Source: an optimization exercise on an open RTL-to-GDS flow (aim: small area, a short achievable clock period and few clock cycles). Production flows keep margins and buffers that such runs may drop. In this exercise RTL edits were held to simulation tests only and were not proved equivalent to the original.

==> 11-13: inputs <==
==> flow/design.v <==
package segmax_pkg;
   localparam int DATA_W_DEF = 32;
endpackage
module segmax_tree
#(
   parameter int DATA_W = segmax_pkg::DATA_W_DEF
) (
   input  logic [DATA_W-1:0] a_i,
   input  logic [DATA_W-1:0] b_i,
   output logic [DATA_W-1:0] max_o
);
   assign max_o = ($signed(a_i) > $signed(b_i)) ? a_i : b_i;
endmodule
module segmax_stream
#(
   parameter int DATA_W = segmax_pkg::DATA_W_DEF,
   parameter int LANES  = 8,
   parameter int CNT_W  = 16
) (
   input  logic                    clk,
   input  logic                    rst,
   input  logic [1:0]              seg_mode,
   input  logic                    in_valid,
   output logic                    in_ready,
   input  logic [LANES*DATA_W-1:0] in_data,
   input  logic                    in_last,
   output logic                    out_valid,
   input  logic                    out_ready,
   output logic [LANES*DATA_W-1:0] out_max,
   output logic [CNT_W-1:0]        out_beats
);
   logic                  in_row_q, out_valid_q, stall, accept, first;
   logic                  m2_q, m4_q, m2, m4;         
   logic                  v1_q, first1_q, last1_q, m2_1_q, m4_1_q;
   logic                  v2_q, first2_q, last2_q, one2_q;
   logic [DATA_W-1:0]     lane  [8];
   logic [DATA_W-1:0]     p     [4];
   logic [DATA_W-1:0]     p_q   [4];
   logic [DATA_W-1:0]     q     [2];
   logic [DATA_W-1:0]     r_q   [4];
   logic [DATA_W-1:0]     acc_q [4];
   logic [CNT_W-1:0]      cnt_q;
   logic                  r0_gt_r1, r0_gt_a0, r1_gt_a0, r1_gt_a1, r2_gt_a2, r3_gt_a3;
   logic                  take0_r0, take0_r1, take1, take2, take3, upd;
   assign stall     = out_valid_q && !out_ready;
   assign in_ready  = !stall;
   assign accept    = in_valid && !stall;
   assign first     = !in_row_q;
   assign m2        = first ? (seg_mode == 2'd1) : m2_q;
   assign m4        = first ? (seg_mode == 2'd2) : m4_q;
   for (genvar i = 0; i < 8; i++) begin : g_lane
      assign lane[i] = in_data[i*DATA_W +: DATA_W];
   end
   for (genvar i = 0; i < 4; i++) begin : g_p
      segmax_tree #(.DATA_W(DATA_W)) u_p (.a_i(lane[2*i]), .b_i(lane[2*i+1]), .max_o(p[i]));
   end
   always_ff @(posedge clk) begin
      if (!stall) begin
         first1_q <= first;
         last1_q  <= in_last;
         m2_1_q   <= m2;
         m4_1_q   <= m4;
         for (int i = 0; i < 4; i++) p_q[i] <= p[i];
         if (accept && first) begin
            m2_q <= m2;
            m4_q <= m4;
         end
      end
   end
   for (genvar i = 0; i < 2; i++) begin : g_q
      segmax_tree #(.DATA_W(DATA_W)) u_q (.a_i(p_q[2*i]), .b_i(p_q[2*i+1]), .max_o(q[i]));
   end
   always_ff @(posedge clk) begin
      if (!stall) begin
         first2_q <= first1_q;
         last2_q  <= last1_q;
         one2_q   <= !m2_1_q && !m4_1_q;
         r_q[0]   <= m4_1_q ? p_q[0] : q[0];
         r_q[1]   <= m4_1_q ? p_q[1] : q[1];
         r_q[2]   <= m4_1_q ? p_q[2] : '0;
         r_q[3]   <= m4_1_q ? p_q[3] : '0;
      end
   end
   assign r0_gt_r1 = $signed(r_q[0]) > $signed(r_q[1]);
   assign r0_gt_a0 = $signed(r_q[0]) > $signed(acc_q[0]);
   assign r1_gt_a0 = $signed(r_q[1]) > $signed(acc_q[0]);
   assign r1_gt_a1 = $signed(r_q[1]) > $signed(acc_q[1]);
   assign r2_gt_a2 = $signed(r_q[2]) > $signed(acc_q[2]);
   assign r3_gt_a3 = $signed(r_q[3]) > $signed(acc_q[3]);
   assign upd      = v2_q && !stall;
   assign take0_r1 = one2_q && !r0_gt_r1 && (first2_q || r1_gt_a0);
   assign take0_r0 = !take0_r1 && (first2_q || r0_gt_a0);
   assign take1    = !one2_q && (first2_q || r1_gt_a1);
   assign take2    = first2_q || r2_gt_a2;
   assign take3    = first2_q || r3_gt_a3;
   always_ff @(posedge clk) begin
      if (upd) begin
         if (take0_r0)      acc_q[0] <= r_q[0];
         else if (take0_r1) acc_q[0] <= r_q[1];
         if (first2_q && one2_q) acc_q[1] <= '0;
         else if (take1)         acc_q[1] <= r_q[1];
         if (take2) acc_q[2] <= r_q[2];
         if (take3) acc_q[3] <= r_q[3];
         if (first2_q)          cnt_q <= CNT_W'(1);
         else if (!(&cnt_q))    cnt_q <= cnt_q + 1'b1;
      end
   end
   for (genvar k = 0; k < 4; k++) begin : g_out
      assign out_max[k*DATA_W +: DATA_W] = acc_q[k];
   end
   assign out_max[LANES*DATA_W-1:4*DATA_W] = '0;
   assign out_valid = out_valid_q;
   assign out_beats = cnt_q;
   always_ff @(posedge clk) begin
      if (rst) begin
         in_row_q    <= 1'b0;
         v1_q        <= 1'b0;
         v2_q        <= 1'b0;
         out_valid_q <= 1'b0;
      end else if (!stall) begin
         if (accept) in_row_q <= !in_last;
         v1_q        <= accept;
         v2_q        <= v1_q;
         out_valid_q <= v2_q && last2_q;
      end
   end
endmodule
==> flow/run.sh <==
#!/bin/bash
# synth_recipe.tcl (not shown) runs the flow's synth.tcl, then flattens the netlist and writes it again
# the make line also repeats each setting of config.mk as NAME=value (left out here)
make -C /OpenROAD-flow-scripts/flow DESIGN_CONFIG=/design/flow/config.mk WORK_HOME=/design/flow/orfs CLKGATE_MAP_FILE= SYNTH_SCRIPT=/design/flow/synth_recipe.tcl finish
==> flow/config.mk <==
export PLATFORM = sky130hd
export DESIGN_NAME = segmax_stream
export DESIGN_NICKNAME = segmax_stream
export VERILOG_FILES = /design/flow/design.v
export SDC_FILE = /design/flow/constraint.sdc
export NUM_CORES = 4
export LEC_CHECK = 0
export CAP_MARGIN = 20
export CORE_MARGIN = 2
export CORE_UTILIZATION = 40
export SLEW_MARGIN = 20
==> flow/constraint.sdc <==
create_clock -name core_clock -period 10.0 [get_ports {clk}]
set_input_delay 2.0000 -clock core_clock [delete_from_list [all_inputs] [get_ports {clk}]]
set_output_delay 2.0000 -clock core_clock [all_outputs]
set_load 0.01 [all_outputs]
==> 08-03: changes against 11-13 <==
==> flow/design.v (replaced) <==
package segmax_pkg;
   localparam int DATA_W_DEF = 32;
endpackage
module segmax_tree
#(
   parameter int DATA_W = segmax_pkg::DATA_W_DEF
) (
   input  logic [DATA_W-1:0] a_i,
   input  logic [DATA_W-1:0] b_i,
   output logic [DATA_W-1:0] max_o
);
   assign max_o = ($signed(a_i) > $signed(b_i)) ? a_i : b_i;
endmodule
module segmax_stream
#(
   parameter int DATA_W = segmax_pkg::DATA_W_DEF,
   parameter int LANES  = 8,
   parameter int CNT_W  = 16
) (
   input  logic                    clk,
   input  logic                    rst,
   input  logic [1:0]              seg_mode,
   input  logic                    in_valid,
   output logic                    in_ready,
   input  logic [LANES*DATA_W-1:0] in_data,
   input  logic                    in_last,
   output logic                    out_valid,
   input  logic                    out_ready,
   output logic [LANES*DATA_W-1:0] out_max,
   output logic [CNT_W-1:0]        out_beats
);
   logic                  in_row_q, out_valid_q;
   logic                  m2_q, m4_q, m2, m4;    
   logic [DATA_W-1:0]     acc_q [4];
   logic [DATA_W-1:0]     seg   [4];
   logic [DATA_W-1:0]     upd   [4];
   logic [DATA_W-1:0]     lane  [8];
   logic [DATA_W-1:0]     p     [4];
   logic [DATA_W-1:0]     q     [2];
   logic [DATA_W-1:0]     all_max;
   logic [CNT_W-1:0]      cnt_q;
   logic                  accept, first;
   assign first     = !in_row_q;
   assign in_ready  = !out_valid_q || out_ready;
   assign accept    = in_valid && in_ready;
   assign m2        = first ? (seg_mode == 2'd1) : m2_q;
   assign m4        = first ? (seg_mode == 2'd2) : m4_q;
   for (genvar i = 0; i < 8; i++) begin : g_lane
      assign lane[i] = in_data[i*DATA_W +: DATA_W];
   end
   for (genvar i = 0; i < 4; i++) begin : g_p
      segmax_tree #(.DATA_W(DATA_W)) u_p (.a_i(lane[2*i]), .b_i(lane[2*i+1]), .max_o(p[i]));
   end
   for (genvar i = 0; i < 2; i++) begin : g_q
      segmax_tree #(.DATA_W(DATA_W)) u_q (.a_i(p[2*i]), .b_i(p[2*i+1]), .max_o(q[i]));
   end
   segmax_tree #(.DATA_W(DATA_W)) u_all (.a_i(q[0]), .b_i(q[1]), .max_o(all_max));
   assign seg[0] = m4 ? p[0] : m2 ? q[0] : all_max;
   assign seg[1] = m4 ? p[1] : m2 ? q[1] : '0;
   assign seg[2] = m4 ? p[2] : '0;
   assign seg[3] = m4 ? p[3] : '0;
   for (genvar k = 0; k < 4; k++) begin : g_acc
      segmax_tree #(.DATA_W(DATA_W)) u_acc (.a_i(acc_q[k]), .b_i(seg[k]), .max_o(upd[k]));
      always_ff @(posedge clk) begin
         if (accept) acc_q[k] <= first ? seg[k] : upd[k];
      end
      assign out_max[k*DATA_W +: DATA_W] = acc_q[k];
   end
   assign out_max[LANES*DATA_W-1:4*DATA_W] = '0;
   assign out_valid = out_valid_q;
   assign out_beats = cnt_q;
   always_ff @(posedge clk) begin
      if (accept) begin
         if (first) begin
            m2_q  <= m2;
            m4_q  <= m4;
            cnt_q <= CNT_W'(1);
         end else if (!(&cnt_q)) begin
            cnt_q <= cnt_q + 1'b1;
         end
      end
   end
   always_ff @(posedge clk) begin
      if (rst) begin
         in_row_q    <= 1'b0;
         out_valid_q <= 1'b0;
      end else begin
         if (accept) in_row_q <= !in_last;
         if (accept && in_last) out_valid_q <= 1'b1;
         else if (out_ready)    out_valid_q <= 1'b0;
      end
   end
endmodule
==> 12-01: changes against 11-13 <==
--- a/flow/design.v
+++ b/flow/design.v
@@ -3,2 +3,36 @@
 endpackage
+module segmax_gt
+#(
+   parameter int DATA_W = segmax_pkg::DATA_W_DEF
+) (
+   input  logic [DATA_W-1:0] a_i,
+   input  logic [DATA_W-1:0] b_i,
+   output logic              gt_o
+);
+   localparam int LV = (DATA_W <= 2) ? 1 : (DATA_W <= 4) ? 2 : (DATA_W <= 8) ? 3 :
+                       (DATA_W <= 16) ? 4 : (DATA_W <= 32) ? 5 : 6;
+   logic [DATA_W-1:0] g [LV+1];
+   logic [DATA_W-1:0] p [LV+1];
+   for (genvar i = 0; i < DATA_W; i++) begin : g_bit
+      if (i == DATA_W-1) begin : g_sign
+         assign g[0][i] = !a_i[i] && b_i[i];
+         assign p[0][i] = !a_i[i] || b_i[i];
+      end else begin : g_mag
+         assign g[0][i] = a_i[i] && !b_i[i];
+         assign p[0][i] = a_i[i] || !b_i[i];
+      end
+   end
+   for (genvar l = 0; l < LV; l++) begin : g_lvl
+      localparam int N = DATA_W >> (l + 1);
+      for (genvar j = 0; j < N; j++) begin : g_node
+         assign g[l+1][j] = g[l][2*j+1] || (p[l][2*j+1] && g[l][2*j]);
+         assign p[l+1][j] = p[l][2*j+1] && p[l][2*j];
+      end
+      for (genvar j = N; j < DATA_W; j++) begin : g_pad
+         assign g[l+1][j] = 1'b0;
+         assign p[l+1][j] = 1'b0;
+      end
+   end
+   assign gt_o = g[LV][0];
+endmodule
 module segmax_tree
@@ -11,3 +45,5 @@
 );
-   assign max_o = ($signed(a_i) > $signed(b_i)) ? a_i : b_i;
+   logic gt;
+   segmax_gt #(.DATA_W(DATA_W)) u_gt (.a_i(a_i), .b_i(b_i), .gt_o(gt));
+   assign max_o = gt ? a_i : b_i;
 endmodule
@@ -83,8 +119,8 @@
    end
-   assign r0_gt_r1 = $signed(r_q[0]) > $signed(r_q[1]);
-   assign r0_gt_a0 = $signed(r_q[0]) > $signed(acc_q[0]);
-   assign r1_gt_a0 = $signed(r_q[1]) > $signed(acc_q[0]);
-   assign r1_gt_a1 = $signed(r_q[1]) > $signed(acc_q[1]);
-   assign r2_gt_a2 = $signed(r_q[2]) > $signed(acc_q[2]);
-   assign r3_gt_a3 = $signed(r_q[3]) > $signed(acc_q[3]);
+   segmax_gt #(.DATA_W(DATA_W)) u_r0_gt_r1 (.a_i(r_q[0]), .b_i(r_q[1]), .gt_o(r0_gt_r1));
+   segmax_gt #(.DATA_W(DATA_W)) u_r0_gt_a0 (.a_i(r_q[0]), .b_i(acc_q[0]), .gt_o(r0_gt_a0));
+   segmax_gt #(.DATA_W(DATA_W)) u_r1_gt_a0 (.a_i(r_q[1]), .b_i(acc_q[0]), .gt_o(r1_gt_a0));
+   segmax_gt #(.DATA_W(DATA_W)) u_r1_gt_a1 (.a_i(r_q[1]), .b_i(acc_q[1]), .gt_o(r1_gt_a1));
+   segmax_gt #(.DATA_W(DATA_W)) u_r2_gt_a2 (.a_i(r_q[2]), .b_i(acc_q[2]), .gt_o(r2_gt_a2));
+   segmax_gt #(.DATA_W(DATA_W)) u_r3_gt_a3 (.a_i(r_q[3]), .b_i(acc_q[3]), .gt_o(r3_gt_a3));
    assign upd      = v2_q && !stall;
ABC_AREA = 1   (was unset)
CORE_UTILIZATION = 60   (was 40)
SETUP_SLACK_MARGIN = 5   (was unset)
==> 04-14: changes against 11-13 <==
==> flow/design.v (replaced) <==
package segmax_pkg;
   localparam int DATA_W_DEF = 32;
endpackage
module segmax_tree
#(
   parameter int DATA_W = segmax_pkg::DATA_W_DEF
) (
   input  logic [DATA_W-1:0] a_i,
   input  logic [DATA_W-1:0] b_i,
   output logic [DATA_W-1:0] max_o
);
   assign max_o = ($signed(a_i) > $signed(b_i)) ? a_i : b_i;
endmodule
module segmax_stream
#(
   parameter int DATA_W = segmax_pkg::DATA_W_DEF,
   parameter int LANES  = 8,
   parameter int CNT_W  = 16
) (
   input  logic                    clk,
   input  logic                    rst,
   input  logic [1:0]              seg_mode,
   input  logic                    in_valid,
   output logic                    in_ready,
   input  logic [LANES*DATA_W-1:0] in_data,
   input  logic                    in_last,
   output logic                    out_valid,
   input  logic                    out_ready,
   output logic [LANES*DATA_W-1:0] out_max,
   output logic [CNT_W-1:0]        out_beats
);
   logic                  in_row_q, out_valid_q, stall, accept, first;
   logic                  m2_q, m4_q, m2, m4;         
   logic                  v1_q, first1_q, last1_q, one1_q, m4_1_q;
   logic [DATA_W-1:0]     lane  [8];
   logic [DATA_W-1:0]     p     [4];
   logic [DATA_W-1:0]     q     [2];
   logic [DATA_W-1:0]     r_q   [4];
   logic [DATA_W-1:0]     all_max;
   logic [DATA_W-1:0]     seg   [4];
   logic [DATA_W-1:0]     upd   [4];
   logic [DATA_W-1:0]     acc_q [4];
   logic [CNT_W-1:0]      cnt_q;
   assign stall     = out_valid_q && !out_ready;
   assign in_ready  = !stall;
   assign accept    = in_valid && !stall;
   assign first     = !in_row_q;
   assign m2        = first ? (seg_mode == 2'd1) : m2_q;
   assign m4        = first ? (seg_mode == 2'd2) : m4_q;
   for (genvar i = 0; i < 8; i++) begin : g_lane
      assign lane[i] = in_data[i*DATA_W +: DATA_W];
   end
   for (genvar i = 0; i < 4; i++) begin : g_p
      segmax_tree #(.DATA_W(DATA_W)) u_p (.a_i(lane[2*i]), .b_i(lane[2*i+1]), .max_o(p[i]));
   end
   for (genvar i = 0; i < 2; i++) begin : g_q
      segmax_tree #(.DATA_W(DATA_W)) u_q (.a_i(p[2*i]), .b_i(p[2*i+1]), .max_o(q[i]));
   end
   always_ff @(posedge clk) begin
      if (!stall) begin
         first1_q <= first;
         last1_q  <= in_last;
         one1_q   <= !m2 && !m4;
         m4_1_q   <= m4;
         r_q[0]   <= m4 ? p[0] : q[0];
         r_q[1]   <= m4 ? p[1] : q[1];
         r_q[2]   <= m4 ? p[2] : '0;
         r_q[3]   <= m4 ? p[3] : '0;
         if (accept && first) begin
            m2_q <= m2;
            m4_q <= m4;
         end
      end
   end
   segmax_tree #(.DATA_W(DATA_W)) u_all (.a_i(r_q[0]), .b_i(r_q[1]), .max_o(all_max));
   assign seg[0] = one1_q ? all_max : r_q[0];
   assign seg[1] = one1_q ? '0      : r_q[1];
   assign seg[2] = r_q[2];
   assign seg[3] = r_q[3];
   for (genvar k = 0; k < 4; k++) begin : g_acc
      segmax_tree #(.DATA_W(DATA_W)) u_acc (.a_i(acc_q[k]), .b_i(seg[k]), .max_o(upd[k]));
      always_ff @(posedge clk) begin
         if (v1_q && !stall) acc_q[k] <= first1_q ? seg[k] : upd[k];
      end
      assign out_max[k*DATA_W +: DATA_W] = acc_q[k];
   end
   assign out_max[LANES*DATA_W-1:4*DATA_W] = '0;
   assign out_valid = out_valid_q;
   assign out_beats = cnt_q;
   always_ff @(posedge clk) begin
      if (v1_q && !stall) begin
         if (first1_q)          cnt_q <= CNT_W'(1);
         else if (!(&cnt_q))    cnt_q <= cnt_q + 1'b1;
      end
   end
   always_ff @(posedge clk) begin
      if (rst) begin
         in_row_q    <= 1'b0;
         v1_q        <= 1'b0;
         out_valid_q <= 1'b0;
      end else if (!stall) begin
         if (accept) in_row_q <= !in_last;
         v1_q        <= accept;
         out_valid_q <= v1_q && last1_q;
      end
   end
endmodule
==> qor summary <==
item                                                                                  04-14                   08-03                 11-13                  12-01
Max Clock Freq                                                                    121.0 MHz               82.51 MHz             186.6 MHz              203.0 MHz
Total negative slack                                                                   0 ns               -65.82 ns                  0 ns                   0 ns
Ratio of final minimum period to clock period                                        0.8267                   1.212                0.5358                 0.4926
# Post-CTS Setup Buffers                                                                  0                      68                     0                      2
Antenna violations before repair                                                         11                       2                    10                      1
Antenna Diode Count                                                                       7                       4                     3                      0
Status                                                             timing/DRC/antenna clean         failed layout checks  timing/DRC/antenna clean  timing/DRC/antenna clean
Violated checks                                                                           -            setup timing                     -                      -
Number of buffers and inverters on the critical path                                      4                       9                     3                      3
Post-DP Area                                                                      26750 µm²               27530 µm²             31770 µm²              29010 µm²
Fin worst setup slack                                                              1.733 ns               -2.120 ns              4.642 ns               5.074 ns
Share of final layout cell area taken by clock buffers and inverters                0.03653                 0.01942               0.04543                0.04777
Count of warnings emitted by yosys                                                       12                      10                    11                     14
Required time at the endpoint of the critical path                                 10.25 ns                10.24 ns              10.33 ns                8.00 ns
Endpoint of the lowest-slack register-to-register path                acc_q[0][4]$_DFFE_PP_  acc_q[1][22]$_DFFE_PP_  r_q[1][25]$_DFFE_PN_  acc_q[0][4]$_DFFE_PP_
Average routed wire per standard cell                                              22.00 µm                19.30 µm              21.81 µm               18.98 µm
EDFF count, synth                                                                       277                     146                   409                    409
Initial DRC count                                                                      1329                    1172                  1357                   3061
Global-route met2 utilization                                                        0.4215                  0.5172                0.3840                 0.5897
Uppermost signal routing layer after detailed routing                                  met5                    met4                  met5                   met4
Netlist Area Pre-Place                                                            22090 µm²               18600 µm²             27130 µm²              25030 µm²
Number of global-route vias before repair                                             17500                   19680                 19750                  22020
Critical path depth in cells                                                             21                      57                    11                      4
Global-route wire length before repair                                            105400 µm               105700 µm             121900 µm              121500 µm
Final estimated routing congestion in global placement                               0.9356                  0.9274                0.8878                 0.9722
Testbench counts of 11-13, summed over its fixed seeds: cycles 21,125.
Testbench counts of 08-03, summed over its fixed seeds: cycles 21,109.
Testbench counts of 12-01, summed over its fixed seeds: cycles 21,125.
Testbench counts of 04-14, summed over its fixed seeds: cycles 21,117.

[static timing again, ports no longer ideal]
How much do the figures lean on ideal ports? The routed layouts below were timed once more, with nothing changed but the port constraints.
Step 1, drivers: a clkbuf_16 drives clk and a buf_2 each remaining input, both assumed.
Step 2 times the ports against the registers' clock, not the clock port: input delays grow and output delays shrink by t, the midpoint of the rising clock arrivals with the driver on.
a / b / c = ideal ports / drivers / drivers and shift; a / b = the first two.
run	t (ns)	setup WS [ns]	worst hold slack (ns)	worst setup path after step 2	worst slew at a driven data input, ns
11-13	0.641	4.642 / 4.627 / 3.987	0.420 / 0.420 / 0.420	input to register	0.09
08-03	0.519	-2.120 / -2.087 / -2.606	0.539 / 0.539 / 0.539	input to register	0.08
12-01	0.633	5.074 / 5.047 / 4.660	0.427 / 0.427 / 0.427	input to register	0.15
04-14	0.593	1.733 / 1.757 / 1.164	0.442 / 0.442 / 0.442	input to register	0.10
The setup slack of 11-13, which loses most, moves by -0.015 ns with the drivers and by -0.655 ns with both steps.
